Source: an optimization exercise on an open RTL-to-GDS flow (aim: small area, a short achievable clock period and few clock cycles per item). Production flows keep margins and buffers that such runs may drop. Function was checked by simulation only, so behaviour that the tests miss may differ from the original.

==> v16: inputs <==
==> flow/design.v (excerpt) <==
module triangle_setup #(
  parameter int COORD_WIDTH   = 16,
  parameter int COEF_WIDTH    = 2*COORD_WIDTH+3,
  parameter int SCREEN_X_SIZE = 800,
  parameter int SCREEN_Y_SIZE = 600,
  parameter int CNT_WIDTH     = 16
) (
  input  logic                                    clk,
  input  logic                                    reset_n,
  input  logic                                    in_valid,
  output logic                                    in_ready,
  input  logic [2:0][1:0][COORD_WIDTH-1:0]        vertexes,
  input  logic [1:0]                              cull_mode,
  output logic                                    out_valid,
  input  logic                                    out_ready,
  output logic [2:0][COORD_WIDTH:0]               edge_a,
  output logic [2:0][COORD_WIDTH:0]               edge_b,
  output logic [2:0][COEF_WIDTH-1:0]              edge_c,
  output logic [COEF_WIDTH-1:0]                   area2,
  ...
==> flow/config.mk <==
export PLATFORM = sky130hd
export DESIGN_NAME = triangle_setup
export DESIGN_NICKNAME = triangle_setup
export VERILOG_FILES = /design/flow/design.v
export SDC_FILE = /design/flow/constraint.sdc
export NUM_CORES = 4
export LEC_CHECK = 0
export CAP_MARGIN = 20
export CORE_MARGIN = 2
export CORE_UTILIZATION = 30
export SLEW_MARGIN = 20
==> flow/constraint.sdc <==
create_clock -name core_clock -period 8.5 [get_ports {clk}]
set_input_delay 1.7000 -clock core_clock [delete_from_list [all_inputs] [get_ports {clk}]]
set_output_delay 1.7000 -clock core_clock [all_outputs]
set_load 0.01 [all_outputs]
run.sh (not shown) runs the stock make flow with config.mk's settings and CLKGATE_MAP_FILE= SYNTH_SCRIPT=/design/flow/synth_recipe.tcl, a recipe that flattens the netlist after the stock synthesis.
==> inputs of v13, as changes to v16 <==
CORE_UTILIZATION = 40   (was 30)
SETUP_SLACK_MARGIN = 4   (was unset)
==> inputs of v17, as changes to v16 <==
CORE_UTILIZATION = 40   (was 30)
SETUP_SLACK_MARGIN = 2   (was unset)
==> reports/metrics.yaml <==
setup_path:
  reg2reg_to: "c_q[95]"
  cp_max_fo: 5
status:
  status: "finished clean"
drt:
  met2WireLength_mm: 113
placement:
  dpl.hpwl_mm: 204
timing:
  tightest_slew_ns: 1.23
layout:
  final_design_area_no_fill_sq_mm: 0.0735
(the above is from v16)
==> reports/metrics.yaml <==
setup_path:
  reg2reg_to: "c_q[31]"
  cp_max_fo: 3
placement:
  dpl.hpwl_mm: 190
status:
  status: "finished clean"
timing:
  tightest_slew_ns: 1.23
drt:
  met2WireLength_mm: 126
(the above is from v13)
==> reports/metrics.yaml <==
setup_path:
  reg2reg_to: "c_q[31]"
status:
  status: "finished clean"
timing:
  tightest_slew_ns: 1.30
layout:
  final_design_area_no_fill_sq_mm: 0.0818
placement:
  dpl.hpwl_mm: 196
drt:
  met2WireLength_mm: 123
(the above is from v17)
Testbench counts of v16, summed over its fixed seeds: cycles 24,024, items 24,000.
Testbench counts of v13, summed over its fixed seeds: cycles 24,024, items 24,000.
Testbench counts of v17, summed over its fixed seeds: cycles 24,024, items 24,000.

========
==> run Y: inputs <==
Another version of the RTL of triangle_setup (not shown whole).
export LEC_CHECK = 0
export ABC_AREA = 1
export CAP_MARGIN = 20
export CORE_MARGIN = 2
export CORE_UTILIZATION = 30
export SETUP_SLACK_MARGIN = 4.0
export SLEW_MARGIN = 20
create_clock -name core_clock -period 8.5 [get_ports {clk}]
==> run B: changes against run Y <==
Settings changed: PLACE_DENSITY set to 0.75.
==> results.txt <==
Status: run B finished clean; run Y finished clean
Finished layout cell area: run B 95100 um^2; run Y 96100 um^2
Tot GR Track Use: run B 22.6%; run Y 24.8%
Share of cell area taken by multi-input logic gates: run B 52.7%; run Y 52.4%
# clk buffers: run B 107; run Y 114
First-pass GRT wire length: run B 438000 um; run Y 474000 um
Met2 usage in global routing: run B 32.9%; run Y 37.6%
Count of buffering cells on the critical path with inverters included: run B 1; run Y 4
Worst-Margin Slew: run B 1.03 ns; run Y 1.05 ns
Wire length on met3: run B 44200 um; run Y 39700 um
Setup Skew: run B 0.0704 ns; run Y 0.0497 ns
Minimum period implied by the final worst setup slack: run B 4.88 ns; run Y 4.86 ns
Number of vias per cell after detailed routing: run B 5.54; run Y 5.47
Routability congestion estimate from global placement: run B 1.05; run Y 0.989
DR pass1 iterations: run B 13; run Y 10
Non-clock buffer count: run B 930; run Y 977
Via count of the first global-routing pass: run B 65.7k; run Y 66.7k
Testbench counts of run Y, summed over its fixed seeds: cycles 24,032, items 24,000.
Testbench counts of run B, summed over its fixed seeds: cycles 24,032, items 24,000.

========
==> run P <==
Another version of the RTL of triangle_setup (not shown whole).
==> flow/config.mk <==
export PLATFORM = sky130hd
export DESIGN_NAME = triangle_setup
export DESIGN_NICKNAME = triangle_setup
export VERILOG_FILES = /design/flow/design.v
export SDC_FILE = /design/flow/constraint.sdc
export NUM_CORES = 4
export LEC_CHECK = 0
export ABC_AREA = 1
export CAP_MARGIN = 20
export CORE_MARGIN = 2
export CORE_UTILIZATION = 30
export SETUP_SLACK_MARGIN = 4.0
export SLEW_MARGIN = 20
==> flow/constraint.sdc <==
create_clock -name core_clock -period 8.5 [get_ports {clk}]
set_input_delay 1.7000 -clock core_clock [delete_from_list [all_inputs] [get_ports {clk}]]
set_output_delay 1.7000 -clock core_clock [all_outputs]
set_load 0.01 [all_outputs]
==> run C (differences from run P) <==
==> flow/flow/run.sh (new file) <==
#!/bin/bash
# The standard layout (standard.sh: standard synthesis, floorplan, place,
# CTS, route, finish), with one change: the buffers that placement puts on
# every input and output port are made from sky130_fd_sc_hd__buf_1 rather
# than the cell buffer_ports picks by default. Timing repair still resizes
# them as needed. The full make/OpenROAD/Yosys output goes to standard.log;
# ORFS's per-step logs stay under orfs/logs/.
set -euo pipefail
export BUFFER_PORTS_ARGS="-buffer_cell sky130_fd_sc_hd__buf_1"
bash standard.sh > standard.log 2>&1
==> flow/standard.sh (new file) <==
#!/bin/bash
# synth_recipe.tcl (not shown) runs the flow's synth.tcl, then flattens the netlist and writes it again
# the make line also repeats each setting of config.mk as NAME=value (left out here)
make -C /OpenROAD-flow-scripts/flow DESIGN_CONFIG=/design/flow/config.mk WORK_HOME=/design/flow/orfs CLKGATE_MAP_FILE= SYNTH_SCRIPT=/design/flow/synth_recipe.tcl "${@:-finish}"
Settings changed: CORE_UTILIZATION 30 to 60.
removed: flow/run.sh
==> run F (differences from run P) <==
Settings changed: SETUP_SLACK_MARGIN 4.0 to 3.5.
==> run H (differences from run P) <==
Settings changed: SETUP_SLACK_MARGIN 4.0 to 4.25.
==> results.cfg <==
[placement]
dp_cells = 12100
gp_congestion = 1.02
pre_cts_slack_ps = 2990

[finish]
final_layout_size_suffix_gt1_frac = 0.0628
final_cells = 12300
multi_input_area_um2 = 48900
n_antenna_cell = 26

[setup_path]
critPathRequiredTime_ps = 9040

[timing]
max_slew_margin = 0.131
fin_crit_sh = 0.581
fin_skew_ps = 37.9

[detailed_routing]
dr_wl_met3_mm = 39.2
drt_iter0_drc = 8136
wl_met1_mm = 132
viasPerCell = 5.41

[die]
die_x_um = 521

[run_status]
outcome = timing/DRC/antenna clean
[end of results for run F]
==> results.cfg <==
[detailed_routing]
viasPerCell = 5.46
drt_iter0_drc = 8693
wl_met1_mm = 137

[placement]
gp_congestion = 1.02
dp_cells = 12100

[run_status]
outcome = timing/DRC/antenna clean

[finish]
final_layout_size_suffix_gt1_frac = 0.197
final_cells = 12800
multi_input_area_um2 = 52600

[timing]
fin_crit_sh = 0.546
[end of results for run H]
==> results.cfg <==
[finish]
n_antenna_cell = 29
multi_input_area_um2 = 50500

[placement]
dp_cells = 12100
gp_congestion = 1.02

[detailed_routing]
wl_met1_mm = 133
viasPerCell = 5.42
dr_wl_met3_mm = 39.8

[timing]
fin_crit_sh = 0.549

[run_status]
outcome = timing/DRC/antenna clean

[setup_path]
critPathRequiredTime_ps = 6800
[end of results for run P]
==> results.cfg <==
[detailed_routing]
dr_wl_met3_mm = 47.5
wl_met1_mm = 112

[finish]
n_antenna_cell = 20
multi_input_area_share = 0.557
final_layout_size_suffix_gt1_frac = 0.0963
num-nonclk-inverters = 1394
final_cells = 10700

[timing]
max_slew_margin = 0.0912
fin_skew_ps = 43.4
fin_crit_sh = 0.542

[placement]
dp_cells = 10300
gp_congestion = 1.02

[synthesis]
syn_avg_cell_area_um2 = 9.54

[setup_path]
cp-end-kind = output pin

[run_status]
outcome = timing/DRC/antenna clean
[end of results for run C]
Testbench counts of run P, summed over its fixed seeds: cycles 24,032, items 24,000.
Testbench counts of run C, summed over its fixed seeds: cycles 24,032, items 24,000.
Testbench counts of run F, summed over its fixed seeds: cycles 24,032, items 24,000.
Testbench counts of run H, summed over its fixed seeds: cycles 24,032, items 24,000.

==> port drivers added, routing unchanged <==
Ports are ideal in the flow. The routed layouts listed here were re-timed in OpenROAD. Step 1 assumes that a clkbuf_16 drives the clock port and a buf_2 every other input. Step 2 adds t to the input delays and takes it off the output delays; t is the mean of the earliest and latest rising clock arrival at the registers after step 1. Input paths then give back, and output paths get back, about the clock's delay inside the block. a / b / c = ideal ports / drivers / drivers and shift; a / b = the first two.
run | t (ns) | setup slack, ns | worst setup path after step 2 | latest minus earliest clock arrival (ns) | worst data-port slew with drivers (ns)
v16 | 0.763 | 0.448 / 0.364 / 0.532 | register to register | 0.096 / 0.096 | 0.21
v13 | 0.742 | 1.286 / 1.209 / 1.501 | register to register | 0.049 / 0.049 | 0.11
v17 | 0.752 | 1.425 / 1.378 / 1.425 | register to register | 0.052 / 0.051 | 0.14
run Y | 0.854 | 3.641 / 3.641 / 3.557 | input to register | 0.050 / 0.050 | 0.16
run B | 0.844 | 3.622 / 3.622 / 3.322 | input to register | 0.071 / 0.071 | 0.18
run P | 0.849 | 3.833 / 3.739 / 3.467 | input to register | 0.042 / 0.042 | 0.15
run C | 0.830 | 3.893 / 3.800 / 3.870 | input to register | 0.044 / 0.043 | 0.14
run F | 0.857 | 3.560 / 3.540 / 3.352 | input to register | 0.039 / 0.039 | 0.15
run H | 0.865 | 3.858 / 3.752 / 3.738 | input to register | 0.040 / 0.040 | 0.15
After both steps every run listed still meets setup and hold. For run P, which loses most, drivers alone change the setup slack by -0.094 ns; drivers and shift together by -0.366 ns.
